What follows belongs to an exercise in optimizing a design on an open flow for small area, a short achievable clock period and few clock cycles per item; a production flow would make more cautious choices.
Function was checked by simulation only, so behaviour that the tests miss may differ from the original.

## flow/design.v (module list and top-level ports; edited modules follow where they fit)
// module cordic_iter: 7318 lines
module cordic_iter (
  input  logic        i_clk,
  input  logic        i_rst,
  input  logic        i_valid,
  output logic        o_ready,
  input  logic        i_mode,
  input  logic [23:0] i_x,
  input  logic [23:0] i_y,
  input  logic [23:0] i_theta,
  output logic        o_valid,
  input  logic        i_ready,
  output logic [23:0] o_a,
  output logic [23:0] o_b,
  output logic [23:0] o_z
);
  // ...
==> flow/flow/run.sh <==
#!/bin/bash
# Standard layout, with repair_timing asked to leave more setup slack than the
# 10 ns clock needs, so the achieved period comes out shorter.
set -euo pipefail
export SETUP_SLACK_MARGIN=${MARGIN:-6.4}
bash standard.sh > standard_flow.log 2>&1
==> flow/standard.sh <==
#!/bin/bash
# synth_recipe.tcl (not shown) runs the flow's synth.tcl, then flattens the netlist and writes it again
# the make line also repeats each setting of config.mk as NAME=value (left out here)
make -C /OpenROAD-flow-scripts/flow DESIGN_CONFIG=/design/flow/config.mk WORK_HOME=/design/flow/orfs CLKGATE_MAP_FILE= SYNTH_SCRIPT=/design/flow/synth_recipe.tcl "${@:-finish}"
==> flow/config.mk <==
export PLATFORM = sky130hd
export DESIGN_NAME = cordic_iter
export DESIGN_NICKNAME = cordic_iter
export VERILOG_FILES = /design/flow/design.v
export SDC_FILE = /design/flow/constraint.sdc
export NUM_CORES = 4
export LEC_CHECK = 0
export CAP_MARGIN = 20
export CORE_MARGIN = 2
export CORE_UTILIZATION = 40
export SLEW_MARGIN = 20
==> flow/constraint.sdc <==
create_clock -name core_clock -period 10.0 [get_ports {i_clk}]
set_input_delay 2.0000 -clock core_clock [delete_from_list [all_inputs] [get_ports {i_clk}]]
set_output_delay 2.0000 -clock core_clock [all_outputs]
set_load 0.01 [all_outputs]
==> flow_metrics.env, run 1 <==
export IMPL_status="no timing/DRC/antenna violations"
export IMPL_post_synth_fa_ha_maj_area_fraction_pct=21.9
export IMPL_use_met3_pct=2.64
export IMPL_post_dp_cell_area_um2=90500
export IMPL_setup_tns_ps=0
export IMPL_clockBufferDepth=3
export IMPL_final_layout_size_suffix_gt1_share_pct=13.3
export IMPL_post_drt_wl_per_cell_um=18.0
export IMPL_wl_met2_um=100000
export IMPL_ys_types=95
export IMPL_place_gp_congestion=0.862
export IMPL_path_clk_slew_ps=60
export IMPL_die_x_um=466
export IMPL_floorplan_initialDensity_pct=40.3
export IMPL_finalInstanceArea_um2=101000
export IMPL_core_area_um2=212000
export IMPL_yosys_register_bits=1252
export IMPL_ys_top_cells_by_area="sky130_fd_sc_hd__edfxtp_1 39%, sky130_fd_sc_hd__ha_1 12%, sky130_fd_sc_hd__fa_1 10%"
export IMPL_critical_path_reg2reg_endpoint="k_x[13]"
export IMPL_nets=9410
export IMPL_post_route_drc_count=0
export IMPL_cp_max_fanout=5
export IMPL_placedCellCount=10400
export IMPL_worstPathCellList="buf_6 > xnor2_2 > fa_2 > nor2b_2 > o21a_1 > o21ai_2 > a21o_1 > a21oi_4 > nor4_4 > nor3b_2 > nor2_2 > fa_2 > xnor2_2 > xnor2_2 > buf_4 > nand2_2 > a21boi_4 > inv_4 > buf_6 > nor2_4 > nor2_4 > a221o_1"
export IMPL_timing_hold_violations_final=0
export IMPL_clock_network_area_share_pct=5.02
export IMPL_synthesis_area_per_instance_um2=11.3
export IMPL_yosys_area_top_type_share_pct=39.4
export IMPL_final_cells=11000
export IMPL_timing_critical_path_buf_inv=4
export IMPL_routed_via_density=5.08
export IMPL_layout_stage_area_growth_over_the_synthesis_result_pct=18.2
export IMPL_slowest_delay_ps=520
export IMPL_post_route_min_period_ps=4310
Testbench counts, summed over its fixed seeds: cycles 1,424, items 1,280.
==> inputs of run 2 (changes only) <==
--- a/flow/design.v
+++ b/flow/design.v
@@ -15,19 +15,231 @@
 );
   logic en;
   logic skid_v;
   logic rdy_q;    
   assign en = ~skid_v;
   assign o_ready = rdy_q;
   logic        v0, m0, f1_0, f2_0;
   logic [23:0] a0, b0;
+  logic i_lx_o0_1;
+  assign i_lx_o0_1 = i_x[1] | i_x[0];
+  logic i_lx_o0_3;
+  assign i_lx_o0_3 = i_x[3] | i_x[2];
+  logic i_lx_o0_5;
+  assign i_lx_o0_5 = i_x[5] | i_x[4];
+  logic i_lx_o0_7;
+  assign i_lx_o0_7 = i_x[7] | i_x[6];
+  logic i_lx_o0_9;
+  assign i_lx_o0_9 = i_x[9] | i_x[8];
+  logic i_lx_o0_11;
+  assign i_lx_o0_11 = i_x[11] | i_x[10];
+  logic i_lx_o0_13;
+  assign i_lx_o0_13 = i_x[13] | i_x[12];
+  logic i_lx_o0_15;
+  assign i_lx_o0_15 = i_x[15] | i_x[14];
+  logic i_lx_o0_17;
+  assign i_lx_o0_17 = i_x[17] | i_x[16];
+  logic i_lx_o0_19;
+  assign i_lx_o0_19 = i_x[19] | i_x[18];
+  logic i_lx_o0_21;
+  assign i_lx_o0_21 = i_x[21] | i_x[20];
+  logic i_lx_o0_23;
+  assign i_lx_o0_23 = i_x[23] | i_x[22];
+  logic i_lx_o1_2;
+  assign i_lx_o1_2 = i_x[2] | i_lx_o0_1;
+  logic i_lx_o1_3;
+  assign i_lx_o1_3 = i_lx_o0_3 | i_lx_o0_1;
+  logic i_lx_o1_6;
+  assign i_lx_o1_6 = i_x[6] | i_lx_o0_5;
+  logic i_lx_o1_7;
+  assign i_lx_o1_7 = i_lx_o0_7 | i_lx_o0_5;
+  logic i_lx_o1_10;
+  assign i_lx_o1_10 = i_x[10] | i_lx_o0_9;
+  logic i_lx_o1_11;
+  assign i_lx_o1_11 = i_lx_o0_11 | i_lx_o0_9;
+  logic i_lx_o1_14;
+  assign i_lx_o1_14 = i_x[14] | i_lx_o0_13;
+  logic i_lx_o1_15;
+  assign i_lx_o1_15 = i_lx_o0_15 | i_lx_o0_13;
+  logic i_lx_o1_18;
+  assign i_lx_o1_18 = i_x[18] | i_lx_o0_17;
+  logic i_lx_o1_19;
+  assign i_lx_o1_19 = i_lx_o0_19 | i_lx_o0_17;
+  logic i_lx_o1_22;
+  assign i_lx_o1_22 = i_x[22] | i_lx_o0_21;
+  logic i_lx_o1_23;
+  assign i_lx_o1_23 = i_lx_o0_23 | i_lx_o0_21;
+  logic i_lx_o2_4;
+  assign i_lx_o2_4 = i_x[4] | i_lx_o1_3;
+  logic i_lx_o2_5;
+  assign i_lx_o2_5 = i_lx_o0_5 | i_lx_o1_3;
+  logic i_lx_o2_6;
+  assign i_lx_o2_6 = i_lx_o1_6 | i_lx_o1_3;
+  logic i_lx_o2_7;
+  assign i_lx_o2_7 = i_lx_o1_7 | i_lx_o1_3;
+  logic i_lx_o2_12;
+  assign i_lx_o2_12 = i_x[12] | i_lx_o1_11;
+  logic i_lx_o2_13;
+  assign i_lx_o2_13 = i_lx_o0_13 | i_lx_o1_11;
+  logic i_lx_o2_14;
+  assign i_lx_o2_14 = i_lx_o1_14 | i_lx_o1_11;
+  logic i_lx_o2_15;
+  assign i_lx_o2_15 = i_lx_o1_15 | i_lx_o1_11;
+  logic i_lx_o2_20;
+  assign i_lx_o2_20 = i_x[20] | i_lx_o1_19;
+  logic i_lx_o2_21;
+  assign i_lx_o2_21 = i_lx_o0_21 | i_lx_o1_19;
+  logic i_lx_o2_22;
+  assign i_lx_o2_22 = i_lx_o1_22 | i_lx_o1_19;
+  logic i_lx_o2_23;
+  assign i_lx_o2_23 = i_lx_o1_23 | i_lx_o1_19;
+  logic i_lx_o3_8;
+  assign i_lx_o3_8 = i_x[8] | i_lx_o2_7;
+  logic i_lx_o3_9;
+  assign i_lx_o3_9 = i_lx_o0_9 | i_lx_o2_7;
+  logic i_lx_o3_10;
+  assign i_lx_o3_10 = i_lx_o1_10 | i_lx_o2_7;
+  logic i_lx_o3_11;
+  assign i_lx_o3_11 = i_lx_o1_11 | i_lx_o2_7;
+  logic i_lx_o3_12;
+  assign i_lx_o3_12 = i_lx_o2_12 | i_lx_o2_7;
+  logic i_lx_o3_13;
+  assign i_lx_o3_13 = i_lx_o2_13 | i_lx_o2_7;
+  logic i_lx_o3_14;
+  assign i_lx_o3_14 = i_lx_o2_14 | i_lx_o2_7;
+  logic i_lx_o3_15;
+  assign i_lx_o3_15 = i_lx_o2_15 | i_lx_o2_7;
+  logic i_lx_o4_16;
+  assign i_lx_o4_16 = i_x[16] | i_lx_o3_15;
+  logic i_lx_o4_17;
+  assign i_lx_o4_17 = i_lx_o0_17 | i_lx_o3_15;
+  logic i_lx_o4_18;
+  assign i_lx_o4_18 = i_lx_o1_18 | i_lx_o3_15;
+  logic i_lx_o4_19;
+  assign i_lx_o4_19 = i_lx_o1_19 | i_lx_o3_15;
+  logic i_lx_o4_20;
+  assign i_lx_o4_20 = i_lx_o2_20 | i_lx_o3_15;
+  logic i_lx_o4_21;
+  assign i_lx_o4_21 = i_lx_o2_21 | i_lx_o3_15;
+  logic i_lx_o4_22;
+  assign i_lx_o4_22 = i_lx_o2_22 | i_lx_o3_15;
+  logic i_lx_o4_23;
+  assign i_lx_o4_23 = i_lx_o2_23 | i_lx_o3_15;
+  logic [23:0] i_lx;
+  assign i_lx = {i_lx_o4_22, i_lx_o4_21, i_lx_o4_20, i_lx_o4_19, i_lx_o4_18, i_lx_o4_17, i_lx_o4_16, i_lx_o3_15, i_lx_o3_14, i_lx_o3_13, i_lx_o3_12, i_lx_o3_11, i_lx_o3_10, i_lx_o3_9, i_lx_o3_8, i_lx_o2_7, i_lx_o2_6, i_lx_o2_5, i_lx_o2_4, i_lx_o1_3, i_lx_o1_2, i_lx_o0_1, i_x[0], 1'b0};
+  logic i_ly_o0_1;
+  assign i_ly_o0_1 = i_y[1] | i_y[0];
+  logic i_ly_o0_3;
+  assign i_ly_o0_3 = i_y[3] | i_y[2];
+  logic i_ly_o0_5;
+  assign i_ly_o0_5 = i_y[5] | i_y[4];
+  logic i_ly_o0_7;
+  assign i_ly_o0_7 = i_y[7] | i_y[6];
+  logic i_ly_o0_9;
+  assign i_ly_o0_9 = i_y[9] | i_y[8];
+  logic i_ly_o0_11;
+  assign i_ly_o0_11 = i_y[11] | i_y[10];
+  logic i_ly_o0_13;
+  assign i_ly_o0_13 = i_y[13] | i_y[12];
+  logic i_ly_o0_15;
+  assign i_ly_o0_15 = i_y[15] | i_y[14];
+  logic i_ly_o0_17;
+  assign i_ly_o0_17 = i_y[17] | i_y[16];
+  logic i_ly_o0_19;
+  assign i_ly_o0_19 = i_y[19] | i_y[18];
+  logic i_ly_o0_21;
+  assign i_ly_o0_21 = i_y[21] | i_y[20];
+  logic i_ly_o0_23;
+  assign i_ly_o0_23 = i_y[23] | i_y[22];
+  logic i_ly_o1_2;
+  assign i_ly_o1_2 = i_y[2] | i_ly_o0_1;
+  logic i_ly_o1_3;
+  assign i_ly_o1_3 = i_ly_o0_3 | i_ly_o0_1;
+  logic i_ly_o1_6;
+  assign i_ly_o1_6 = i_y[6] | i_ly_o0_5;
+  logic i_ly_o1_7;
+  assign i_ly_o1_7 = i_ly_o0_7 | i_ly_o0_5;
+  logic i_ly_o1_10;
+  assign i_ly_o1_10 = i_y[10] | i_ly_o0_9;
+  logic i_ly_o1_11;
+  assign i_ly_o1_11 = i_ly_o0_11 | i_ly_o0_9;
+  logic i_ly_o1_14;
+  assign i_ly_o1_14 = i_y[14] | i_ly_o0_13;
+  logic i_ly_o1_15;
+  assign i_ly_o1_15 = i_ly_o0_15 | i_ly_o0_13;
+  logic i_ly_o1_18;
+  assign i_ly_o1_18 = i_y[18] | i_ly_o0_17;
+  logic i_ly_o1_19;
+  assign i_ly_o1_19 = i_ly_o0_19 | i_ly_o0_17;
+  logic i_ly_o1_22;
+  assign i_ly_o1_22 = i_y[22] | i_ly_o0_21;
+  logic i_ly_o1_23;
+  assign i_ly_o1_23 = i_ly_o0_23 | i_ly_o0_21;
+  logic i_ly_o2_4;
+  assign i_ly_o2_4 = i_y[4] | i_ly_o1_3;
+  logic i_ly_o2_5;
+  assign i_ly_o2_5 = i_ly_o0_5 | i_ly_o1_3;
+  logic i_ly_o2_6;
+  assign i_ly_o2_6 = i_ly_o1_6 | i_ly_o1_3;
+  logic i_ly_o2_7;
+  assign i_ly_o2_7 = i_ly_o1_7 | i_ly_o1_3;
+  logic i_ly_o2_12;
+  assign i_ly_o2_12 = i_y[12] | i_ly_o1_11;
+  logic i_ly_o2_13;
+  assign i_ly_o2_13 = i_ly_o0_13 | i_ly_o1_11;
+  logic i_ly_o2_14;
+  assign i_ly_o2_14 = i_ly_o1_14 | i_ly_o1_11;
+  logic i_ly_o2_15;
+  assign i_ly_o2_15 = i_ly_o1_15 | i_ly_o1_11;
+  logic i_ly_o2_20;
+  assign i_ly_o2_20 = i_y[20] | i_ly_o1_19;
+  logic i_ly_o2_21;
+  assign i_ly_o2_21 = i_ly_o0_21 | i_ly_o1_19;
+  logic i_ly_o2_22;
+  assign i_ly_o2_22 = i_ly_o1_22 | i_ly_o1_19;
+  logic i_ly_o2_23;
+  assign i_ly_o2_23 = i_ly_o1_23 | i_ly_o1_19;
+  logic i_ly_o3_8;
+  assign i_ly_o3_8 = i_y[8] | i_ly_o2_7;
+  logic i_ly_o3_9;
+  assign i_ly_o3_9 = i_ly_o0_9 | i_ly_o2_7;
+  logic i_ly_o3_10;
+  assign i_ly_o3_10 = i_ly_o1_10 | i_ly_o2_7;
+  logic i_ly_o3_11;
+  assign i_ly_o3_11 = i_ly_o1_11 | i_ly_o2_7;
+  logic i_ly_o3_12;
+  assign i_ly_o3_12 = i_ly_o2_12 | i_ly_o2_7;
+  logic i_ly_o3_13;
+  assign i_ly_o3_13 = i_ly_o2_13 | i_ly_o2_7;
+  logic i_ly_o3_14;
+  assign i_ly_o3_14 = i_ly_o2_14 | i_ly_o2_7;
+  logic i_ly_o3_15;
+  assign i_ly_o3_15 = i_ly_o2_15 | i_ly_o2_7;
+  logic i_ly_o4_16;
+  assign i_ly_o4_16 = i_y[16] | i_ly_o3_15;
+  logic i_ly_o4_17;
+  assign i_ly_o4_17 = i_ly_o0_17 | i_ly_o3_15;
+  logic i_ly_o4_18;
+  assign i_ly_o4_18 = i_ly_o1_18 | i_ly_o3_15;
+  logic i_ly_o4_19;
+  assign i_ly_o4_19 = i_ly_o1_19 | i_ly_o3_15;
+  logic i_ly_o4_20;
+  assign i_ly_o4_20 = i_ly_o2_20 | i_ly_o3_15;
+  logic i_ly_o4_21;
+  assign i_ly_o4_21 = i_ly_o2_21 | i_ly_o3_15;
+  logic i_ly_o4_22;
+  assign i_ly_o4_22 = i_ly_o2_22 | i_ly_o3_15;
+  logic i_ly_o4_23;
+  assign i_ly_o4_23 = i_ly_o2_23 | i_ly_o3_15;
+  logic [23:0] i_ly;
+  assign i_ly = {i_ly_o4_22, i_ly_o4_21, i_ly_o4_20, i_ly_o4_19, i_ly_o4_18, i_ly_o4_17, i_ly_o4_16, i_ly_o3_15, i_ly_o3_14, i_ly_o3_13, i_ly_o3_12, i_ly_o3_11, i_ly_o3_10, i_ly_o3_9, i_ly_o3_8, i_ly_o2_7, i_ly_o2_6, i_ly_o2_5, i_ly_o2_4, i_ly_o1_3, i_ly_o1_2, i_ly_o0_1, i_y[0], 1'b0};
   logic [23:0] i_nx, i_ny;
-  assign i_nx = -i_x;
-  assign i_ny = -i_y;
+  assign i_nx = i_x ^ i_lx;    
+  assign i_ny = i_y ^ i_ly;    
   always_ff @(posedge i_clk) begin
     if (i_rst) v0 <= 1'b0;
     else if (en) v0 <= i_valid;
     if (en) begin
       m0   <= i_mode;
       a0   <= i_mode ? (i_x[23] ? i_nx : i_x) : i_theta;
       b0   <= i_y[23] ? i_ny : i_y;
       f1_0 <= i_mode ? i_x[23] : ($signed(i_theta) > 24'sd102944);
@@ -6905,54 +7117,50 @@
   logic signed [2:0] t_x, t_y;    
   assign t_x = y_15[17:15];
   assign t_y = x_15[17:15];
   logic [3:0] k_xi, k_yi;
   assign k_xi = {dr_15, t_x};
   assign k_yi = {dr_15, t_y};
   logic [41:0] k_x;
   logic [33:0] k_y;
-  always_comb begin
-    case (k_xi)
-      4'd0: k_x = 42'h490;
-      4'd1: k_x = 42'h3ffffff691b;
-      4'd2: k_x = 42'h3fffffecda6;
-      4'd3: k_x = 42'h3fffffe3231;
-      4'd4: k_x = 42'h27264;
-      4'd5: k_x = 42'h1d6ef;
-      4'd6: k_x = 42'h13b7a;
-      4'd7: k_x = 42'ha005;
-      4'd8: k_x = 42'h490;
-      4'd9: k_x = 42'ha005;
-      4'd10: k_x = 42'h13b7a;
-      4'd11: k_x = 42'h1d6ef;
-      4'd12: k_x = 42'h3fffffd96bc;
-      4'd13: k_x = 42'h3fffffe3231;
-      4'd14: k_x = 42'h3fffffecda6;
-      4'd15: k_x = 42'h3ffffff691b;
-    endcase
-    case (k_yi)
-      4'd0: k_y = 34'h490;
-      4'd1: k_y = 34'ha005;
-      4'd2: k_y = 34'h13b7a;
-      4'd3: k_y = 34'h1d6ef;
-      4'd4: k_y = 34'h3fffd96bc;
-      4'd5: k_y = 34'h3fffe3231;
-      4'd6: k_y = 34'h3fffecda6;
-      4'd7: k_y = 34'h3ffff691b;
-      4'd8: k_y = 34'h490;
-      4'd9: k_y = 34'h3ffff691b;
-      4'd10: k_y = 34'h3fffecda6;
-      4'd11: k_y = 34'h3fffe3231;
-      4'd12: k_y = 34'h27264;
-      4'd13: k_y = 34'h1d6ef;
-      4'd14: k_y = 34'h13b7a;
-      4'd15: k_y = 34'ha005;
-    endcase
-  end
+  assign k_x =
+    (k_xi == 4'd0) ? 42'h490 :
+    (k_xi == 4'd1) ? 42'h3ffffff691b :
+    (k_xi == 4'd2) ? 42'h3fffffecda6 :
+    (k_xi == 4'd3) ? 42'h3fffffe3231 :
+    (k_xi == 4'd4) ? 42'h27264 :
+    (k_xi == 4'd5) ? 42'h1d6ef :
+    (k_xi == 4'd6) ? 42'h13b7a :
+    (k_xi == 4'd7) ? 42'ha005 :
+    (k_xi == 4'd8) ? 42'h490 :
+    (k_xi == 4'd9) ? 42'ha005 :
+    (k_xi == 4'd10) ? 42'h13b7a :
+    (k_xi == 4'd11) ? 42'h1d6ef :
+    (k_xi == 4'd12) ? 42'h3fffffd96bc :
+    (k_xi == 4'd13) ? 42'h3fffffe3231 :
+    (k_xi == 4'd14) ? 42'h3fffffecda6 :
+    42'h3ffffff691b;
+  assign k_y =
+    (k_yi == 4'd0) ? 34'h490 :
+    (k_yi == 4'd1) ? 34'ha005 :
+    (k_yi == 4'd2) ? 34'h13b7a :
+    (k_yi == 4'd3) ? 34'h1d6ef :
+    (k_yi == 4'd4) ? 34'h3fffd96bc :
+    (k_yi == 4'd5) ? 34'h3fffe3231 :
+    (k_yi == 4'd6) ? 34'h3fffecda6 :
+    (k_yi == 4'd7) ? 34'h3ffff691b :
+    (k_yi == 4'd8) ? 34'h490 :
+    (k_yi == 4'd9) ? 34'h3ffff691b :
+    (k_yi == 4'd10) ? 34'h3fffecda6 :
+    (k_yi == 4'd11) ? 34'h3fffe3231 :
+    (k_yi == 4'd12) ? 34'h27264 :
+    (k_yi == 4'd13) ? 34'h1d6ef :
+    (k_yi == 4'd14) ? 34'h13b7a :
+    34'ha005;
   logic signed [25:0] xe_15;
   assign xe_15 = {m_15 ? 1'b0 : x_15[24], x_15};
   logic [41:0] ma_t0;
   assign ma_t0 = (42'(xe_15) <<< 0);
   logic [41:0] ma_t1;
   assign ma_t1 = (42'(xe_15) <<< 2);
   logic [41:0] ma_t2;
   assign ma_t2 = ((~(42'(xe_15))) <<< 4);
@@ -7108,161 +7316,162 @@
   assign mb_cg2_2 = mb_cg1_6 | (mb_cp1_6 & mb_cg1_4);
   assign mb_cp2_2 = mb_cp1_6 & mb_cp1_4;
   logic mb_cg3_0, mb_cp3_0;
   assign mb_cg3_0 = mb_cg2_2 | (mb_cp2_2 & mb_cg2_0);
   assign mb_cp3_0 = mb_cp2_2 & mb_cp2_0;
   logic [6:0] zk;
   assign zk = z_15[6:0];    
   logic [18:0] zt, zv;
-  always_comb begin
-    case (zk)
-      7'd0: zt = 19'h7d3d9;
-      7'd1: zt = 19'h641b9;
-      7'd2: zt = 19'h165f9;
-      7'd3: zt = 19'h4af99;
-      7'd4: zt = 19'hc13d;
-      7'd5: zt = 19'h72f1d;
-      7'd6: zt = 19'h2535d;
-      7'd7: zt = 19'h59cfd;
-      7'd8: zt = 19'h5147;
-      7'd9: zt = 19'h6bf27;
-      7'd10: zt = 19'h1e367;
-      7'd11: zt = 19'h52d07;
-      7'd12: zt = 19'h13eab;
-      7'd13: zt = 19'h7ac8b;
-      7'd14: zt = 19'h2d0cb;
-      7'd15: zt = 19'h61a6b;
-      7'd16: zt = 19'h1385;
-      7'd17: zt = 19'h68165;
-      7'd18: zt = 19'h1a5a5;
-      7'd19: zt = 19'h4ef45;
-      7'd20: zt = 19'h100e9;
-      7'd21: zt = 19'h76ec9;
-      7'd22: zt = 19'h29309;
-      7'd23: zt = 19'h5dca9;
-      7'd24: zt = 19'h90f3;
-      7'd25: zt = 19'h6fed3;
-      7'd26: zt = 19'h22313;
-      7'd27: zt = 19'h56cb3;
-      7'd28: zt = 19'h17e57;
-      7'd29: zt = 19'h7ec37;
-      7'd30: zt = 19'h31077;
-      7'd31: zt = 19'h65a17;
-      7'd32: zt = 19'h7f3cf;
-      7'd33: zt = 19'h661af;
-      7'd34: zt = 19'h185ef;
-      7'd35: zt = 19'h4cf8f;
-      7'd36: zt = 19'he133;
-      7'd37: zt = 19'h74f13;
-      7'd38: zt = 19'h27353;
-      7'd39: zt = 19'h5bcf3;
-      7'd40: zt = 19'h713d;
-      7'd41: zt = 19'h6df1d;
-      7'd42: zt = 19'h2035d;
-      7'd43: zt = 19'h54cfd;
-      7'd44: zt = 19'h15ea1;
-      7'd45: zt = 19'h7cc81;
-      7'd46: zt = 19'h2f0c1;
-      7'd47: zt = 19'h63a61;
-      7'd48: zt = 19'h337b;
-      7'd49: zt = 19'h6a15b;
-      7'd50: zt = 19'h1c59b;
-      7'd51: zt = 19'h50f3b;
-      7'd52: zt = 19'h120df;
-      7'd53: zt = 19'h78ebf;
-      7'd54: zt = 19'h2b2ff;
-      7'd55: zt = 19'h5fc9f;
-      7'd56: zt = 19'hb0e9;
-      7'd57: zt = 19'h71ec9;
-      7'd58: zt = 19'h24309;
-      7'd59: zt = 19'h58ca9;
-      7'd60: zt = 19'h19e4d;
-      7'd61: zt = 19'hc2d;
-      7'd62: zt = 19'h3306d;
-      7'd63: zt = 19'h67a0d;
-      7'd64: zt = 19'h7e3d7;
-      7'd65: zt = 19'h651b7;
-      7'd66: zt = 19'h175f7;
-      7'd67: zt = 19'h4bf97;
-      7'd68: zt = 19'hd13b;
-      7'd69: zt = 19'h73f1b;
-      7'd70: zt = 19'h2635b;
-      7'd71: zt = 19'h5acfb;
-      7'd72: zt = 19'h6145;
-      7'd73: zt = 19'h6cf25;
-      7'd74: zt = 19'h1f365;
-      7'd75: zt = 19'h53d05;
-      7'd76: zt = 19'h14ea9;
-      7'd77: zt = 19'h7bc89;
-      7'd78: zt = 19'h2e0c9;
-      7'd79: zt = 19'h62a69;
-      7'd80: zt = 19'h2383;
-      7'd81: zt = 19'h69163;
-      7'd82: zt = 19'h1b5a3;
-      7'd83: zt = 19'h4ff43;
-      7'd84: zt = 19'h110e7;
-      7'd85: zt = 19'h77ec7;
-      7'd86: zt = 19'h2a307;
-      7'd87: zt = 19'h5eca7;
-      7'd88: zt = 19'ha0f1;
-      7'd89: zt = 19'h70ed1;
-      7'd90: zt = 19'h23311;
-      7'd91: zt = 19'h57cb1;
-      7'd92: zt = 19'h18e55;
-      7'd93: zt = 19'h7fc35;
-      7'd94: zt = 19'h32075;
-      7'd95: zt = 19'h66a15;
-      7'd96: zt = 19'h3cd;
-      7'd97: zt = 19'h671ad;
-      7'd98: zt = 19'h195ed;
-      7'd99: zt = 19'h4df8d;
-      7'd100: zt = 19'hf131;
-      7'd101: zt = 19'h75f11;
-      7'd102: zt = 19'h28351;
-      7'd103: zt = 19'h5ccf1;
-      7'd104: zt = 19'h813b;
-      7'd105: zt = 19'h6ef1b;
-      7'd106: zt = 19'h2135b;
-      7'd107: zt = 19'h55cfb;
-      7'd108: zt = 19'h16e9f;
-      7'd109: zt = 19'h7dc7f;
-      7'd110: zt = 19'h300bf;
-      7'd111: zt = 19'h64a5f;
-      7'd112: zt = 19'h4379;
-      7'd113: zt = 19'h6b159;
-      7'd114: zt = 19'h1d599;
-      7'd115: zt = 19'h51f39;
-      7'd116: zt = 19'h130dd;
-      7'd117: zt = 19'h79ebd;
-      7'd118: zt = 19'h2c2fd;
-      7'd119: zt = 19'h60c9d;
-      7'd120: zt = 19'hc0e7;
-      7'd121: zt = 19'h72ec7;
-      7'd122: zt = 19'h25307;
-      7'd123: zt = 19'h59ca7;
-      7'd124: zt = 19'h1ae4b;
-      7'd125: zt = 19'h1c2b;
-      7'd126: zt = 19'h3406b;
-      7'd127: zt = 19'h68a0b;
-    endcase
-  end
-  assign zv = zt + {7'd0, z_15[7], z_15[8], z_15[9], z_15[10], z_15[11], z_15[12], z_15[13], z_15[14], z_15[15], dr_15, 2'b00};
+  assign zt =
+    (zk == 7'd0) ? 19'h7d3d9 :
+    (zk == 7'd1) ? 19'h641b9 :
+    (zk == 7'd2) ? 19'h165f9 :
+    (zk == 7'd3) ? 19'h4af99 :
+    (zk == 7'd4) ? 19'hc13d :
+    (zk == 7'd5) ? 19'h72f1d :
+    (zk == 7'd6) ? 19'h2535d :
+    (zk == 7'd7) ? 19'h59cfd :
+    (zk == 7'd8) ? 19'h5147 :
+    (zk == 7'd9) ? 19'h6bf27 :
+    (zk == 7'd10) ? 19'h1e367 :
+    (zk == 7'd11) ? 19'h52d07 :
+    (zk == 7'd12) ? 19'h13eab :
+    (zk == 7'd13) ? 19'h7ac8b :
+    (zk == 7'd14) ? 19'h2d0cb :
+    (zk == 7'd15) ? 19'h61a6b :
+    (zk == 7'd16) ? 19'h1385 :
+    (zk == 7'd17) ? 19'h68165 :
+    (zk == 7'd18) ? 19'h1a5a5 :
+    (zk == 7'd19) ? 19'h4ef45 :
+    (zk == 7'd20) ? 19'h100e9 :
+    (zk == 7'd21) ? 19'h76ec9 :
+    (zk == 7'd22) ? 19'h29309 :
+    (zk == 7'd23) ? 19'h5dca9 :
+    (zk == 7'd24) ? 19'h90f3 :
+    (zk == 7'd25) ? 19'h6fed3 :
+    (zk == 7'd26) ? 19'h22313 :
+    (zk == 7'd27) ? 19'h56cb3 :
+    (zk == 7'd28) ? 19'h17e57 :
+    (zk == 7'd29) ? 19'h7ec37 :
+    (zk == 7'd30) ? 19'h31077 :
+    (zk == 7'd31) ? 19'h65a17 :
+    (zk == 7'd32) ? 19'h7f3cf :
+    (zk == 7'd33) ? 19'h661af :
+    (zk == 7'd34) ? 19'h185ef :
+    (zk == 7'd35) ? 19'h4cf8f :
+    (zk == 7'd36) ? 19'he133 :
+    (zk == 7'd37) ? 19'h74f13 :
+    (zk == 7'd38) ? 19'h27353 :
+    (zk == 7'd39) ? 19'h5bcf3 :
+    (zk == 7'd40) ? 19'h713d :
+    (zk == 7'd41) ? 19'h6df1d :
+    (zk == 7'd42) ? 19'h2035d :
+    (zk == 7'd43) ? 19'h54cfd :
+    (zk == 7'd44) ? 19'h15ea1 :
+    (zk == 7'd45) ? 19'h7cc81 :
+    (zk == 7'd46) ? 19'h2f0c1 :
+    (zk == 7'd47) ? 19'h63a61 :
+    (zk == 7'd48) ? 19'h337b :
+    (zk == 7'd49) ? 19'h6a15b :
+    (zk == 7'd50) ? 19'h1c59b :
+    (zk == 7'd51) ? 19'h50f3b :
+    (zk == 7'd52) ? 19'h120df :
+    (zk == 7'd53) ? 19'h78ebf :
+    (zk == 7'd54) ? 19'h2b2ff :
+    (zk == 7'd55) ? 19'h5fc9f :
+    (zk == 7'd56) ? 19'hb0e9 :
+    (zk == 7'd57) ? 19'h71ec9 :
+    (zk == 7'd58) ? 19'h24309 :
+    (zk == 7'd59) ? 19'h58ca9 :
+    (zk == 7'd60) ? 19'h19e4d :
+    (zk == 7'd61) ? 19'hc2d :
+    (zk == 7'd62) ? 19'h3306d :
+    (zk == 7'd63) ? 19'h67a0d :
+    (zk == 7'd64) ? 19'h7e3d7 :
+    (zk == 7'd65) ? 19'h651b7 :
+    (zk == 7'd66) ? 19'h175f7 :
+    (zk == 7'd67) ? 19'h4bf97 :
+    (zk == 7'd68) ? 19'hd13b :
+    (zk == 7'd69) ? 19'h73f1b :
+    (zk == 7'd70) ? 19'h2635b :
+    (zk == 7'd71) ? 19'h5acfb :
+    (zk == 7'd72) ? 19'h6145 :
+    (zk == 7'd73) ? 19'h6cf25 :
+    (zk == 7'd74) ? 19'h1f365 :
+    (zk == 7'd75) ? 19'h53d05 :
+    (zk == 7'd76) ? 19'h14ea9 :
+    (zk == 7'd77) ? 19'h7bc89 :
+    (zk == 7'd78) ? 19'h2e0c9 :
+    (zk == 7'd79) ? 19'h62a69 :
+    (zk == 7'd80) ? 19'h2383 :
+    (zk == 7'd81) ? 19'h69163 :
+    (zk == 7'd82) ? 19'h1b5a3 :
+    (zk == 7'd83) ? 19'h4ff43 :
+    (zk == 7'd84) ? 19'h110e7 :
+    (zk == 7'd85) ? 19'h77ec7 :
+    (zk == 7'd86) ? 19'h2a307 :
+    (zk == 7'd87) ? 19'h5eca7 :
+    (zk == 7'd88) ? 19'ha0f1 :
+    (zk == 7'd89) ? 19'h70ed1 :
+    (zk == 7'd90) ? 19'h23311 :
+    (zk == 7'd91) ? 19'h57cb1 :
+    (zk == 7'd92) ? 19'h18e55 :
+    (zk == 7'd93) ? 19'h7fc35 :
+    (zk == 7'd94) ? 19'h32075 :
+    (zk == 7'd95) ? 19'h66a15 :
+    (zk == 7'd96) ? 19'h3cd :
+    (zk == 7'd97) ? 19'h671ad :
+    (zk == 7'd98) ? 19'h195ed :
+    (zk == 7'd99) ? 19'h4df8d :
+    (zk == 7'd100) ? 19'hf131 :
+    (zk == 7'd101) ? 19'h75f11 :
+    (zk == 7'd102) ? 19'h28351 :
+    (zk == 7'd103) ? 19'h5ccf1 :
+    (zk == 7'd104) ? 19'h813b :
+    (zk == 7'd105) ? 19'h6ef1b :
+    (zk == 7'd106) ? 19'h2135b :
+    (zk == 7'd107) ? 19'h55cfb :
+    (zk == 7'd108) ? 19'h16e9f :
+    (zk == 7'd109) ? 19'h7dc7f :
+    (zk == 7'd110) ? 19'h300bf :
+    (zk == 7'd111) ? 19'h64a5f :
+    (zk == 7'd112) ? 19'h4379 :
+    (zk == 7'd113) ? 19'h6b159 :
+    (zk == 7'd114) ? 19'h1d599 :
+    (zk == 7'd115) ? 19'h51f39 :
+    (zk == 7'd116) ? 19'h130dd :
+    (zk == 7'd117) ? 19'h79ebd :
+    (zk == 7'd118) ? 19'h2c2fd :
+    (zk == 7'd119) ? 19'h60c9d :
+    (zk == 7'd120) ? 19'hc0e7 :
+    (zk == 7'd121) ? 19'h72ec7 :
+    (zk == 7'd122) ? 19'h25307 :
+    (zk == 7'd123) ? 19'h59ca7 :
+    (zk == 7'd124) ? 19'h1ae4b :
+    (zk == 7'd125) ? 19'h1c2b :
+    (zk == 7'd126) ? 19'h3406b :
+    19'h68a0b;
+  logic [9:0] zq;
+  assign zq = m_15 ? {z_15[7], z_15[8], z_15[9], z_15[10], z_15[11], z_15[12], z_15[13], z_15[14], z_15[15], dr_15} : 10'd0;
+  assign zv = zt;
   logic [1:0] zr16;
   assign zr16 = z_15[1:0] + (dr_15 ? 2'd2 : 2'd2);
   logic        v_m, m_m, zf_m, ca_m, cb_m;
   logic [25:0] sa_m, ka_m;
   logic [17:0] sb_m, kb_m;
   logic signed [18:0] z_m;
+  logic [9:0] zq_m;
   always_ff @(posedge i_clk) begin
     if (i_rst) v_m <= 1'b0;
     else if (en) v_m <= v_15;
     if (en) begin
       m_m  <= m_15;
       zf_m <= m_15 && (x_15 == '0);    
+      zq_m <= zq;
       z_m  <= m_15 ? zv : {{17{zr16[1]}}, zr16};
       sa_m <= ma_s3_0[41:16];
       ka_m <= ma_c3_0[41:16];
       ca_m <= ma_cg3_0;
       sb_m <= mb_s3_0[33:16];
       kb_m <= mb_c3_0[33:16];
       cb_m <= mb_cg3_0;
     end
@@ -7275,17 +7484,17 @@
   assign sa = sa_m + ka_m + 26'(ca_m);
   assign qb = sb_m + kb_m + 18'(cb_m);
   always_comb begin
     if (sa > 26'sd8388607) r_a = 24'h7fffff;
     else if (sa < -26'sd8388608) r_a = 24'h800000;
     else r_a = sa[23:0];
   end
   assign r_b = m_m ? 18'd0 : qb[17:0];
-  assign r_z = zf_m ? 19'd0 : z_m;
+  assign r_z = zf_m ? 19'd0 : z_m + {7'd0, zq_m, 2'b00};
   logic [60:0] res, out_q, skid_q;
   logic        out_v;
   logic        take;
   assign res  = {r_a, r_b, r_z};
   assign take = out_v & i_ready;
   logic skid_d, out_vd;
   always_comb begin
     skid_d = skid_v;
==> flow/config.mk (replaced) <==
export PLATFORM = sky130hd
export DESIGN_NAME = cordic_iter
export DESIGN_NICKNAME = cordic_iter
export VERILOG_FILES = /design/flow/design.v
export SDC_FILE = /design/flow/constraint.sdc
export NUM_CORES = 4
export LEC_CHECK = 0
export CAP_MARGIN = 20
export CORE_MARGIN = 2
export CORE_UTILIZATION = 55
export CTS_BUF_LIST = sky130_fd_sc_hd__clkbuf_4 sky130_fd_sc_hd__clkbuf_8
export PLACE_DENSITY = 0.68
export SLEW_MARGIN = 20
==> run 2 against run 1 <==
  * Setup slack better by 390 ps
  * Critical path depth decreased by 11
  * Register-to-register slack gained 390 ps
  * First-iteration DRC count is 35% higher
  * Global-route usage is 7.3 points higher
  * Largest cell class unchanged
  * Highest routed layer unchanged
==> flow_metrics.env, run 2 <==
export IMPL_status="no timing/DRC/antenna violations"
export IMPL_final_layout_size_suffix_gt1_share_pct=15.3
export IMPL_synth_most_common_cell="sky130_fd_sc_hd__edfxtp_1"
export IMPL_post_route_drc_count=0
export IMPL_critPathMostFrequentCell="sky130_fd_sc_hd__fa_1"
export IMPL_top_level_ports=151
export IMPL_cp_max_fanout=3
export IMPL_synth_warnings=1
export IMPL_overflow=0
export IMPL_die_x_um=397
export IMPL_cp_startpoint="x_15[12]"
export IMPL_ys_flop_type="sky130_fd_sc_hd__edfxtp_1"
export IMPL_largest_registers="out_q x61, skid_q x61"
export IMPL_worstPathCellList="clkinvlp_4 > fa_1 > inv_2 > fa_1 > fa_1 > fa_1 > ha_4 > a21o_1 > a2111oi_2 > o21ai_1 > o21a_1"
export IMPL_maxCapViolCount=0
export IMPL_htreeDepth=4
export IMPL_grt_first_pass_wirelength_um=314000
export IMPL_slew_violations=0
export IMPL_synthesis_area_per_instance_um2=11.1
export IMPL_routed_wl_um=202000
export IMPL_critical_path_reg2reg_endpoint="ca_m"
export IMPL_post_route_min_period_ps=3920
export IMPL_clock_sinks=1214
export IMPL_fin_crit_sh_pct=39.2
export IMPL_fillers=12000
export IMPL_ys_types=87
export IMPL_type_of_the_worst_setup_path="reg2reg"
export IMPL_nets=9499
export IMPL_synth_area_leader_cell="sky130_fd_sc_hd__edfxtp_1"
export IMPL_place_gp_congestion=0.927
export IMPL_antenna_found_initial=5
export IMPL_worstSetupStartpointType="flip-flop"
export IMPL_yosysSeqAreaShare_pct=42.0
export IMPL_fmax_ghz=0.255
export IMPL_dr_pass1_iters=6
export IMPL_mostFrequentLayoutCells="1133 x sky130_fd_sc_hd__edfxtp_1, 831 x sky130_fd_sc_hd__inv_1, 772 x sky130_fd_sc_hd__ha_1, 616 x sky130_fd_sc_hd__xnor2_1, 556 x sky130_fd_sc_hd__nor2_1"
export IMPL_post_drt_wl_per_cell_um=19.4
export IMPL_layout_area_seq_um2=35600
export IMPL_dpl_worst_slack_ps=4320
export IMPL_grt_start_max_net_pins=170
export IMPL_timing_clock_skew_ps=50.1
export IMPL_timing_worst_slew_pin_value_ps=1210
export IMPL_floorplan_die_height_um=397
export IMPL_slowest_delay_ps=540
export IMPL_arrival_time_worst_endpoint_ps=4620
export IMPL_ys_top_cells_by_area="sky130_fd_sc_hd__edfxtp_1 40%, sky130_fd_sc_hd__ha_1 12%, sky130_fd_sc_hd__fa_1 10%"
export IMPL_rr_worst_depth=11
export IMPL_tritoncts="built"
export IMPL_clockBufferDepth=3
export IMPL_number_of_global_route_vias_before_repair=58700
export IMPL_mostFrequentLayoutCell="sky130_fd_sc_hd__edfxtp_1"
export IMPL_rows=144
export IMPL_port_buffers=150
export IMPL_vias=58100
export IMPL_ant_nets=0
export IMPL_die_area_um2=157000
export IMPL_grt_usage_pct=25.3
export IMPL_postCtsHoldBufs=0
export IMPL_clk_insertion_delay_late_ps=950
export IMPL_reg2reg_slack_ps=6080
export IMPL_path_clk_slew_ps=60
export IMPL_core_area_um2=154000
export IMPL_multi_input_comb_area_um2=47500
export IMPL_clock_root_buffer="sky130_fd_sc_hd__clkbuf_8"
export IMPL_worstSetupEndpointType="flip-flop"
export IMPL_routed_via_density=5.58
export IMPL_netlist_top_cells_count="1133 x sky130_fd_sc_hd__edfxtp_1, 884 x sky130_fd_sc_hd__inv_1, 795 x sky130_fd_sc_hd__ha_1, 635 x sky130_fd_sc_hd__xnor2_1, 574 x sky130_fd_sc_hd__nor2_1"
export IMPL_drtIter0Drc=4053
export IMPL_setup_worst_path_end="ca_m"
export IMPL_setup_viol_count_final=0
export IMPL_cts_buffers_inserted=207
export IMPL_synth_cell_area_um2=84800
export IMPL_rr_startpoint="x_15[12]"
export IMPL_final_cells=10400
export IMPL_layout_stage_area_growth_over_the_synthesis_result_pct=16.1
export IMPL_timing_hold_violations_final=0
export IMPL_placedCellCount=9696
export IMPL_least_setup_slack_across_all_paths_after_layout_ps=6080
export IMPL_synthesized_net_count=8925
export IMPL_floorplan_initialDensity_pct=55.2
export IMPL_post_synth_inst_count=7626
export IMPL_rsz0062_at_grt="yes"
export IMPL_yosys_area_top_type_share_pct=40.1
export IMPL_synth_enable_flop_cells=1133
export IMPL_asyncSetResetFlopFracSynth_pct=0
export IMPL_timing_slew_headroom_pct=19.2
export IMPL_critPathRequiredTime_ps=10700
export IMPL_kind_of_path_behind_the_tightest_hold_check="reg2reg"
export IMPL_dp_hpwl_um=145000
export IMPL_worst_path_max_delay_cell="sky130_fd_sc_hd__fa_1"
export IMPL_yosys_register_bits=1214
[run 2: worst min path at each step]
stage | startpoint | to | slack, ps | cells after the start
finish | z_12[12] | z_13[12] | 390 | 0
global route | z_10[4] | z_11[4] | 400 | 0
CTS | z_12[12] | z_13[12] | 370 | 0
detailed placement | az6_a[0] | az7_a[0] | 400 | 0
global placement | az8_a[5] | z_9[5] | 400 | 0
floorplan | az1_a[0] | az2_a[0] | 400 | 0
[run 2: kinds of logic after synthesis]
kind of cell | after synthesis | share of synthesized area (%)
fa+ha+maj | 1223 | 21.8
buf+inv | 1072 | 4.80
flops | 1214 | 42.0
mux | 70 | 0.848
simple gates | 1646 | 9.28
xor+xnor | 1042 | 10.8
compound gates | 1359 | 10.5
[run 2: repair_timing]
action                     4_1_cts  5_1_grt
cloned                          15        5
pin swaps                      109      150
buffers inserted               211      106
resized for setup              686      329
setup endpoints to repair      475      379
[run 2: layout make-up]
class                           count  area share [%]
Multi-Input combinational cell   5341            48.2
Sequential cell                  1214            36.2
Timing Repair Buffer              547            5.17
Inverter                          886            3.51
Clock buffer                      274            3.48
Tap cell                         2044            2.60
Clock inverter                    101           0.796
Timing Repair inverter              3          0.0229
Antenna cell                        2         0.00508
[run 2: through the flow]
stage               util (%)  hold slack (ps)  instance area (um^2)  setup TNS, ps
detailed placement      57.7              405                 88600              0
global placement        57.7              401                 88600              0
finish                  64.1              391                 98500              0
global route            64.1              404                 98500              0
CTS                     62.6              372                 96000              0
floorplan                  -              400                 84800       -7661400
[run 2: worst max-delay path, delay by kind of cell (launching register included)]
kind	cells	cell delay, ps
buffers and inverters	2	250
adders and majority gates	5	2240
AOI/OAI and AO/OA	4	740
DFF	1	430
[run 2: routing by layer]
layer  wire length, um  up-vias  track usage [%]  part of all wire [%]
met4              5660        2             8.11                   2.8
met1             87400    28500             33.3                    43
met2             99300     1323             43.1                    49
met3              9710      365             3.79                   4.8
li1                  -    27800                -                     -
met5                13        -                0                0.0064
Testbench counts of run 2, summed over its fixed seeds: cycles 1,424, items 1,280.
==> inputs of run 3 (changes only) <==
--- a/flow/flow/run.sh
+++ b/flow/flow/run.sh
@@ -4,3 +4,3 @@
 set -euo pipefail
-export SETUP_SLACK_MARGIN=${MARGIN:-6.4}
+export SETUP_SLACK_MARGIN=${MARGIN:-6.6}
 bash standard.sh > standard_flow.log 2>&1
==> run 3 against run 2 <==
  * Register-to-register slack hardly changed
  * Via count up 1.8%
  * Area after synthesis stayed put
  * Design area up 3.4%
  * Sequential share of layout area fell by 1.2 points
  * Global-route usage is 0.31 points higher
  * Worst hold slack better by 1.0 ps
  * Maximum frequency grew 0.22%
  * Non-clock buffer count grew 165
  * Sequential cell count did not move
  * Critical endpoint unchanged
  * Largest cell class unchanged
  * Highest routed layer unchanged
==> flow_metrics.env, run 3 <==
export IMPL_reg2reg_slack_ps=6090
export IMPL_ant_nets=0
export IMPL_clock_root_buffer="sky130_fd_sc_hd__clkbuf_8"
export IMPL_grt_start_max_net_pins=170
export IMPL_fillers=11500
export IMPL_path_clk_slew_ps=60
export IMPL_fmax_ghz=0.256
export IMPL_htreeDepth=4
export IMPL_min_delay_start="z_10[4]"
export IMPL_clk_insertion_delay_late_ps=950
export IMPL_post_route_drc_count=0
export IMPL_grt_usage_pct=25.6
export IMPL_maxCapViolCount=0
export IMPL_grt_first_pass_wirelength_um=318000
export IMPL_min_delay_path_depth=0
export IMPL_synthesis_area_per_instance_um2=11.1
export IMPL_post_synth_inst_count=7626
export IMPL_cp_max_fanout=3
export IMPL_rsz0062_at_grt="yes"
export IMPL_core_area_um2=154000
export IMPL_synth_warnings=1
export IMPL_timing_worst_slew_pin_value_ps=1240
export IMPL_synth_area_leader_cell="sky130_fd_sc_hd__edfxtp_1"
export IMPL_die_x_um=397
export IMPL_yosys_area_top_type_share_pct=40.1
export IMPL_place_gp_congestion=0.927
export IMPL_mostFrequentLayoutCell="sky130_fd_sc_hd__edfxtp_1"
export IMPL_worstSetupEndpointType="flip-flop"
export IMPL_post_route_min_period_ps=3910
export IMPL_routed_wl_um=209000
export IMPL_cts_buffers_inserted=207
export IMPL_port_buffers=150
export IMPL_floorplan_initialDensity_pct=55.2
export IMPL_worstSetupStartpointType="flip-flop"
export IMPL_post_drt_wl_per_cell_um=19.8
export IMPL_slew_violations=0
export IMPL_yosys_register_bits=1214
export IMPL_dp_hpwl_um=145000
export IMPL_multi_input_comb_area_um2=49100
export IMPL_synthesized_net_count=8925
export IMPL_critical_path_reg2reg_endpoint="ca_m"
export IMPL_layout_area_seq_um2=35600
export IMPL_mostFrequentLayoutCells="1133 x sky130_fd_sc_hd__edfxtp_1, 824 x sky130_fd_sc_hd__inv_1, 741 x sky130_fd_sc_hd__ha_1, 591 x sky130_fd_sc_hd__xnor2_1, 534 x sky130_fd_sc_hd__nor2_1"
export IMPL_vias=59100
export IMPL_ys_top_cells_by_area="sky130_fd_sc_hd__edfxtp_1 40%, sky130_fd_sc_hd__ha_1 12%, sky130_fd_sc_hd__fa_1 10%"
export IMPL_ys_flop_type="sky130_fd_sc_hd__edfxtp_1"
export IMPL_whs_endpoint="z_11[4]"
export IMPL_rr_worst_depth=11
export IMPL_floorplan_die_height_um=397
export IMPL_asyncSetResetFlopFracSynth_pct=0
export IMPL_antenna_found_initial=4
export IMPL_yosysSeqAreaShare_pct=42.0
export IMPL_status="no timing/DRC/antenna violations"
export IMPL_netlist_top_cells_count="1133 x sky130_fd_sc_hd__edfxtp_1, 884 x sky130_fd_sc_hd__inv_1, 795 x sky130_fd_sc_hd__ha_1, 635 x sky130_fd_sc_hd__xnor2_1, 574 x sky130_fd_sc_hd__nor2_1"
export IMPL_setup_viol_count_final=0
export IMPL_synth_most_common_cell="sky130_fd_sc_hd__edfxtp_1"
export IMPL_overflow=0
export IMPL_postCtsHoldBufs=0
export IMPL_nets=9665
export IMPL_drtIter0Drc=3840
export IMPL_final_layout_size_suffix_gt1_share_pct=19.6
export IMPL_top_level_ports=151
export IMPL_synth_enable_flop_cells=1133
export IMPL_timing_clock_skew_ps=45.7
export IMPL_fin_util_pct=66.3
export IMPL_kind_of_path_behind_the_tightest_hold_check="reg2reg"
export IMPL_dr_pass1_iters=6
export IMPL_tritoncts="built"
export IMPL_die_area_um2=157000
export IMPL_type_of_the_worst_setup_path="reg2reg"
export IMPL_routed_via_density=5.59
export IMPL_arrival_time_worst_endpoint_ps=4610
export IMPL_rows=144
export IMPL_clock_sinks=1214
export IMPL_synth_cell_area_um2=84800
export IMPL_clockBufferDepth=3
export IMPL_number_of_global_route_vias_before_repair=59400
export IMPL_timing_slew_headroom_pct=17.4
export IMPL_critPathRequiredTime_ps=10700
export IMPL_layout_stage_area_growth_over_the_synthesis_result_pct=20.1
export IMPL_ys_types=87
export IMPL_timing_hold_violations_final=0
export IMPL_largest_registers="out_q x61, skid_q x61"
export IMPL_fin_crit_sh_pct=39.1
export IMPL_rr_startpoint="x_15[12]"
==> run 3: per-stage QoR <==
stage / TNS [ps] / cells / area (um^2) / setup WS, ps / hold WS, ps
floorplan: -7661400 / 7626 / 84800 / -6940 / 400
global placement: 0 / 9696 / 88600 / 4300 / 401
detailed placement: 0 / 9696 / 88600 / 4320 / 405
CTS: 0 / 10400 / 97400 / 6100 / 372
global route: 0 / 10600 / 102000 / 5910 / 404
finish: 0 / 10600 / 102000 / 6090 / 392
==> run 3: logic make-up after synthesis <==
family                   synth area share [%]
AND/OR/NAND/NOR                          9.28
flip-flops                               42.0
buffers and inverters                    4.80
XOR/XNOR                                 10.8
AO/OA/AOI/OAI                            10.5
adder cells (fa/ha/maj)                  21.8
multiplexers                            0.848
==> run 3: cell type report <==
cell class | count | share of cell area (%)
Multi-Input combinational cell | 5341 | 48.3
Sequential cell | 1214 | 35.0
Timing Repair Buffer | 712 | 6.65
Inverter | 886 | 3.41
Clock buffer | 274 | 3.37
Tap cell | 2044 | 2.51
Clock inverter | 101 | 0.769
Timing Repair inverter | 4 | 0.0270
Antenna cell | 1 | 0.00246
==> run 3: per-layer routing <==
| metal | part of all wire [%] | routed length [um] | GRT usage (%) |
|---|---|---|---|
| met1 | 42 | 88600 | 33.8 |
| met2 | 49 | 103000 | 43.5 |
| met3 | 5.2 | 10800 | 3.78 |
| met4 | 3.1 | 6430 | 8.41 |
| met5 | 0.0062 | 13 | 0 |
==> run 3: worst max-delay path by stage <==
stage               startpoint     end  slack [ps]  cells after the start
finish                x_15[12]    ca_m        6090                     11
global route             dr_15    ca_m        5910                     18
CTS                     i_y[1]  b0[22]        6100                     13
detailed placement      i_y[0]  b0[22]        4320                     13
global placement        i_y[0]  b0[22]        4300                     13
floorplan               skid_v   a0[0]       -6940                      1
==> run 3: critical path, stage by stage, from the launching register on <==
cell and delay, ps:
sky130_fd_sc_hd__edfxtp_1 430, sky130_fd_sc_hd__clkinvlp_4 210, sky130_fd_sc_hd__fa_1 540, sky130_fd_sc_hd__inv_2 40, sky130_fd_sc_hd__fa_1 450, sky130_fd_sc_hd__fa_1 500, sky130_fd_sc_hd__fa_1 540, sky130_fd_sc_hd__ha_4 210
sky130_fd_sc_hd__a21o_1 160, sky130_fd_sc_hd__a2111oi_2 330, sky130_fd_sc_hd__o21ai_1 120, sky130_fd_sc_hd__o21a_1 120
==> run 3: timing repair <==
| item | 4_1_cts | 5_1_grt |
|---|---|---|
| pin swaps | 177 | 297 |
| resized for setup | 874 | 552 |
| endpoints found under the hold margin | 0 | 0 |
| setup buffers | 263 | 209 |
| endpoints found under the setup margin | 943 | 503 |
| cloned | 19 | 14 |
==> inputs of run 4 (changes only) <==
--- a/flow/flow/run.sh
+++ b/flow/flow/run.sh
@@ -4,3 +4,3 @@
 set -euo pipefail
-export SETUP_SLACK_MARGIN=${MARGIN:-6.6}
+export SETUP_SLACK_MARGIN=${MARGIN:-6.1}
 bash standard.sh > standard_flow.log 2>&1
==> run 4 against run 3 <==
  * Non-clock buffer count down 275
  * Still clean on timing, DRC and antenna
  * Count of clock-buffer cells in the layout unchanged
  * Largest cell class unchanged
  * Maximum frequency down 1.0%
  * Via count down 3.1%
  * Sequential share of layout area up 2.0 points
  * Global-route usage down 0.84 points
  * Setup slack worse by 40 ps
  * Register-to-register slack worse by 40 ps
==> flow_metrics.env, run 4 <==
export IMPL_post_route_drc_count=0
export IMPL_nets=9389
export IMPL_vias=57300
export IMPL_place_gp_congestion=0.927
export IMPL_clock_root_buffer="sky130_fd_sc_hd__clkbuf_8"
export IMPL_dr_pass1_iters=6
export IMPL_worstSetupStartpointType="flip-flop"
export IMPL_synthesis_area_per_instance_um2=11.1
export IMPL_synth_enable_flop_cells=1133
export IMPL_grt_usage_pct=24.8
export IMPL_yosysSeqAreaShare_pct=42.0
export IMPL_tritoncts="built"
export IMPL_overflow=0
export IMPL_timing_worst_slew_pin_value_ps=1060
export IMPL_fmax_ghz=0.253
export IMPL_synth_cell_area_um2=84800
export IMPL_antenna_found_initial=5
export IMPL_mostFrequentLayoutCell="sky130_fd_sc_hd__edfxtp_1"
export IMPL_layout_area_seq_um2=35600
export IMPL_arrival_time_worst_endpoint_ps=4650
export IMPL_rows=144
export IMPL_routed_wl_um=197000
export IMPL_die_area_um2=157000
export IMPL_yosys_register_bits=1214
export IMPL_largest_registers="out_q x61, skid_q x61"
export IMPL_status="no timing/DRC/antenna violations"
export IMPL_ys_top_cells_by_area="sky130_fd_sc_hd__edfxtp_1 40%, sky130_fd_sc_hd__ha_1 12%, sky130_fd_sc_hd__fa_1 10%"
export IMPL_asyncSetResetFlopFracSynth_pct=0
export IMPL_dp_hpwl_um=145000
export IMPL_cts_buffers_inserted=207
export IMPL_top_level_ports=151
export IMPL_post_synth_inst_count=7626
export IMPL_number_of_global_route_vias_before_repair=57900
export IMPL_timing_hold_violations_final=0
export IMPL_core_area_um2=154000
export IMPL_rsz0062_at_grt="yes"
export IMPL_floorplan_die_height_um=397
export IMPL_final_cells=10300
export IMPL_port_buffers=150
export IMPL_synth_area_leader_cell="sky130_fd_sc_hd__edfxtp_1"
export IMPL_ys_types=87
export IMPL_synth_warnings=1
export IMPL_worstSetupEndpointType="flip-flop"
export IMPL_layout_stage_area_growth_over_the_synthesis_result_pct=13.5
export IMPL_post_route_min_period_ps=3950
export IMPL_timing_slew_headroom_pct=28.8
export IMPL_ant_nets=0
export IMPL_drtIter0Drc=3611
export IMPL_fin_crit_sh_pct=39.5
export IMPL_kind_of_path_behind_the_tightest_hold_check="reg2reg"
export IMPL_cp_max_fanout=3
export IMPL_path_clk_slew_ps=60
export IMPL_clk_insertion_delay_late_ps=960
export IMPL_fillers=12300
export IMPL_post_dp_cell_area_um2=88600
export IMPL_placedCellCount=9696
export IMPL_worst_hold_slack_ps=392
export IMPL_setup_viol_count_final=0
export IMPL_type_of_the_worst_setup_path="reg2reg"
export IMPL_clock_sinks=1214
export IMPL_ys_flop_type="sky130_fd_sc_hd__edfxtp_1"
export IMPL_floorplan_initialDensity_pct=55.2
export IMPL_synthesized_net_count=8925
export IMPL_yosys_area_top_type_share_pct=40.1
export IMPL_grt_start_max_net_pins=170
export IMPL_synth_most_common_cell="sky130_fd_sc_hd__edfxtp_1"
export IMPL_post_drt_wl_per_cell_um=19.1
export IMPL_critPathRequiredTime_ps=10700
export IMPL_clockBufferDepth=3
export IMPL_finalInstanceArea_um2=96200
export IMPL_netlist_top_cells_count="1133 x sky130_fd_sc_hd__edfxtp_1, 884 x sky130_fd_sc_hd__inv_1, 795 x sky130_fd_sc_hd__ha_1, 635 x sky130_fd_sc_hd__xnor2_1, 574 x sky130_fd_sc_hd__nor2_1"
export IMPL_slew_violations=0
export IMPL_grt_first_pass_wirelength_um=308000
export IMPL_final_layout_size_suffix_gt1_share_pct=11.0
export IMPL_die_x_um=397
export IMPL_multi_input_comb_area_um2=46300
export IMPL_maxCapViolCount=0
export IMPL_htreeDepth=4
export IMPL_routed_via_density=5.56
export IMPL_mostFrequentLayoutCells="1133 x sky130_fd_sc_hd__edfxtp_1, 838 x sky130_fd_sc_hd__inv_1, 788 x sky130_fd_sc_hd__ha_1, 628 x sky130_fd_sc_hd__xnor2_1, 565 x sky130_fd_sc_hd__nor2_1"
export IMPL_timing_clock_skew_ps=48.2
## run 4: cell counts after synthesis
No cell type changed its count.
## run 4: kinds of logic after synthesis
| family | synth area share, % |
|---|---|
| xor+xnor | 10.8 |
| compound gates | 10.5 |
| mux | 0.848 |
| buf+inv | 4.80 |
| simple gates | 9.28 |
| flops | 42.0 |
| fa+ha+maj | 21.8 |
## run 4: layout make-up
cell class | instances | share of cell area [%]
timing repair inverter | 3 | 0.0182
tap | 2044 | 2.66
clock inverter | 101 | 0.814
antenna | 2 | 0.00520
timing repair buffer | 437 | 4.20
sequential | 1214 | 37.0
multi-input combinational | 5341 | 48.1
clock buffer | 274 | 3.56
inverter | 886 | 3.57
## run 4: metal layers
layer  global-route usage [%]  wire [um]  share of wire [%]
met1                     32.7      85500                 43
met2                     42.0      96000                 49
met4                     8.12       5640                2.9
met5                        0         13             0.0066
met3                     3.68       9550                4.9
## run 4: worst paths after layout
kind | startpoint | endpoint | slack (ps) | depth (start not counted)
worst max-delay path | x_15[12] | ca_m | 6050 | 11
worst min-delay path | z_12[12] | z_13[12] | 390 | 0
worst max register to register | x_15[12] | ca_m | 6050 | 11
worst min register to register | z_12[12] | z_13[12] | 390 | 0
## run 4: timing repair
action / in CTS / in global routing
pin swaps: 57 / 79
cloned: 6 / 8
endpoints found under the setup margin: 325 / 175
hold buffers: 0 / 0
resized for setup: 285 / 150
buffers inserted: 142 / 71
## run 4: metrics by stage
step / setup TNS (ps) / util [%] / setup WS (ps)
3_5_place_dp: 0 / 57.7 / 4320
4_1_cts: 0 / 61.8 / 5880
2_1_floorplan: -7661400 / - / -6940
3_3_place_gp: 0 / 57.7 / 4300
5_1_grt: 0 / 62.7 / 5840
6_report: 0 / 62.7 / 6050
## run 4: worst max-delay path, cell delays in order (launching register included)
cell and delay [ps]:
sky130_fd_sc_hd__edfxtp_1 430, sky130_fd_sc_hd__clkinvlp_4 220, sky130_fd_sc_hd__fa_1 590, sky130_fd_sc_hd__inv_2 40, sky130_fd_sc_hd__fa_1 450, sky130_fd_sc_hd__fa_1 510, sky130_fd_sc_hd__fa_1 550, sky130_fd_sc_hd__ha_4 210
sky130_fd_sc_hd__a21o_1 180, sky130_fd_sc_hd__a2111oi_4 270, sky130_fd_sc_hd__o21ai_1 120, sky130_fd_sc_hd__o21a_1 120
==> inputs of run 5 (changes only) <==
--- a/flow/flow/run.sh
+++ b/flow/flow/run.sh
@@ -4,3 +4,3 @@
 set -euo pipefail
-export SETUP_SLACK_MARGIN=${MARGIN:-6.1}
+export SETUP_SLACK_MARGIN=${MARGIN:-5.8}
 bash standard.sh > standard_flow.log 2>&1
==> run 5 against run 4 <==
  * Wire length is 2.3% lower
  * Utilization down 0.93 points
  * Clock skew down 1.4 ps
  * Worst hold slack got worse by 4.5 ps
  * Synthesized cell count did not move
  * Setup slack got worse by 300 ps
  * Maximum frequency decreased by 7.0%
  * Final cell count shrank 0.90%
  * Count of clock-buffer cells in the layout did not move
  * Area after synthesis stayed put
==> flow_metrics.env, run 5 <==
export IMPL_setup_tns_ps=0
export IMPL_rows=144
export IMPL_finalInstanceArea_um2=94800
export IMPL_rr_worst_depth=8
export IMPL_dpl_worst_slack_ps=4320
export IMPL_place_gp_congestion=0.927
export IMPL_final_layout_size_suffix_gt1_share_pct=8.78
export IMPL_path_clk_slew_ps=60
export IMPL_layout_stage_area_growth_over_the_synthesis_result_pct=11.8
export IMPL_cts_buffers_inserted=207
export IMPL_worstPathCellList="inv_1 > nor2_1 > nand2_1 > nor3_1 > a311oi_1 > or4b_2 > nor4_1 > a21oi_1"
export IMPL_routed_wl_um=192000
export IMPL_ys_types=87
export IMPL_whs_endpoint="z_13[12]"
export IMPL_post_dp_cell_area_um2=88600
export IMPL_ys_flop_type="sky130_fd_sc_hd__edfxtp_1"
export IMPL_kind_of_path_behind_the_tightest_hold_check="reg2reg"
export IMPL_timing_clock_skew_ps=46.9
export IMPL_grt_usage_pct=24.4
export IMPL_synth_cell_area_um2=84800
export IMPL_timing_slew_headroom_pct=28.0
export IMPL_clockBufferDepth=3
export IMPL_least_setup_slack_across_all_paths_after_layout_ps=5750
export IMPL_status="no timing/DRC/antenna violations"
export IMPL_timing_worst_slew_pin_value_ps=1080
export IMPL_yosysSeqAreaShare_pct=42.0
export IMPL_arrival_time_worst_endpoint_ps=4870
export IMPL_yosys_area_top_type_share_pct=40.1
export IMPL_number_of_global_route_vias_before_repair=57100
export IMPL_critical_path_reg2reg_endpoint="z_m[12]"
export IMPL_maxCapViolCount=0
export IMPL_routed_via_density=5.54
export IMPL_tritoncts="built"
export IMPL_rr_startpoint="z_15[5]"
export IMPL_min_delay_path_depth=0
export IMPL_worst_path_max_delay_cell="sky130_fd_sc_hd__a311oi_1"
export IMPL_vias=56600
export IMPL_drtIter0Drc=3559
export IMPL_clock_sinks=1214
export IMPL_asyncSetResetFlopFracSynth_pct=0
export IMPL_slew_violations=0
export IMPL_yosys_register_bits=1214
export IMPL_placedCellCount=9696
export IMPL_post_drt_wl_per_cell_um=18.8
export IMPL_path_delay_family="simple AND/OR/NAND/NOR gates"
export IMPL_post_synth_inst_count=7626
export IMPL_htreeDepth=4
-- run 5: metrics by stage --
step,hold WS (ps),util (%)
after global routing,404,61.8
after detailed placement,405,57.7
after CTS,372,60.9
final,388,61.8
after global placement,401,57.7
after floorplan,400,-
-- run 5: cell type report --
type                       count  share of cell area [%]
timing repair buffer         346                    3.40
antenna                        2                 0.00528
clock inverter               101                   0.826
sequential                  1214                    37.6
clock buffer                 274                    3.61
inverter                     886                    3.60
multi-input combinational   5340                    48.2
tap                         2044                    2.70
timing repair inverter         2                  0.0106
-- run 5: routing by layer --
layer / track usage (%) / wire (um) / vias up
met5: 0 / 13 / -
met4: 7.85 / 5510 / 2
met3: 3.62 / 8600 / 352
met2: 41.4 / 93600 / 1157
met1: 32.3 / 84400 / 27700
li1: - / - / 27400
-- run 5: timing repair --
action / 4_1_cts / 5_1_grt
pin swaps: 7 / 40
setup endpoints to repair: 124 / 158
gates resized for setup: 82 / 107
hold buffers: 0 / 0
cloned: 1 / 2
setup buffers: 32 / 98
-- run 5: worst max-delay path by stage --
| stage | end | from | cells after the start | slack, ps |
|---|---|---|---|---|
| detailed placement | b0[22] | i_y[0] | 13 | 4320 |
| finish | z_m[12] | z_15[5] | 8 | 5750 |
| global route | dr_2 | dr_1 | 13 | 5560 |
| floorplan | a0[0] | skid_v | 1 | -6940 |
| CTS | sa_m[14] | y_15[16] | 8 | 5690 |
| global placement | b0[22] | i_y[0] | 13 | 4300 |
-- run 5: kinds of logic (layout without fill, tap and decap cells) --
logic type	count (synthesis)	after routing	share of synthesized area, %
flip-flops	1214	1214	42.0
XOR/XNOR	1042	1042	10.8
buffers and inverters	1072	1609	4.80
other	0	2	0
AO/OA/AOI/OAI	1359	1359	10.5
multiplexers	70	70	0.848
adder cells (fa/ha/maj)	1223	1223	21.8
AND/OR/NAND/NOR	1646	1646	9.28

static timing again, ports no longer ideal:
How much do the figures lean on ideal ports? The routed layouts below were timed once more, with nothing changed but the port constraints.
Step 1 (the two cells are an assumption about what drives the block):
set clk [get_ports {i_clk}]
set_driving_cell -lib_cell sky130_fd_sc_hd__clkbuf_16 $clk
set_driving_cell -lib_cell sky130_fd_sc_hd__buf_2 [delete_from_list [all_inputs] $clk]
Step 2 adds t to the input delays and takes it off the output delays; t is the mean of the earliest and latest rising clock arrival at the registers after step 1. Input paths then give back, and output paths get back, about the clock's delay inside the block.
Three values: no drivers, after step 1, after step 2; two values: the first two.
run | t (ns) | slack for setup (ns) | worst slew at a driven data input, ns | pins driven straight from the clock port
run 1 | 0.899 | 5.691 / 5.691 / 5.613 | 0.07 | 1
run 2 | 1.008 | 6.082 / 6.082 / 5.260 | 0.07 | 1
run 3 | 1.012 | 6.091 / 6.091 / 5.260 | 0.07 | 1
run 4 | 1.014 | 6.051 / 6.051 / 5.226 | 0.07 | 1
run 5 | 1.003 | 5.751 / 5.751 / 4.896 | 0.07 | 1
After both steps every run listed still meets setup and hold. The setup slack of run 5, which loses most, moves by 0.000 ns with the drivers and by -0.855 ns with both steps.
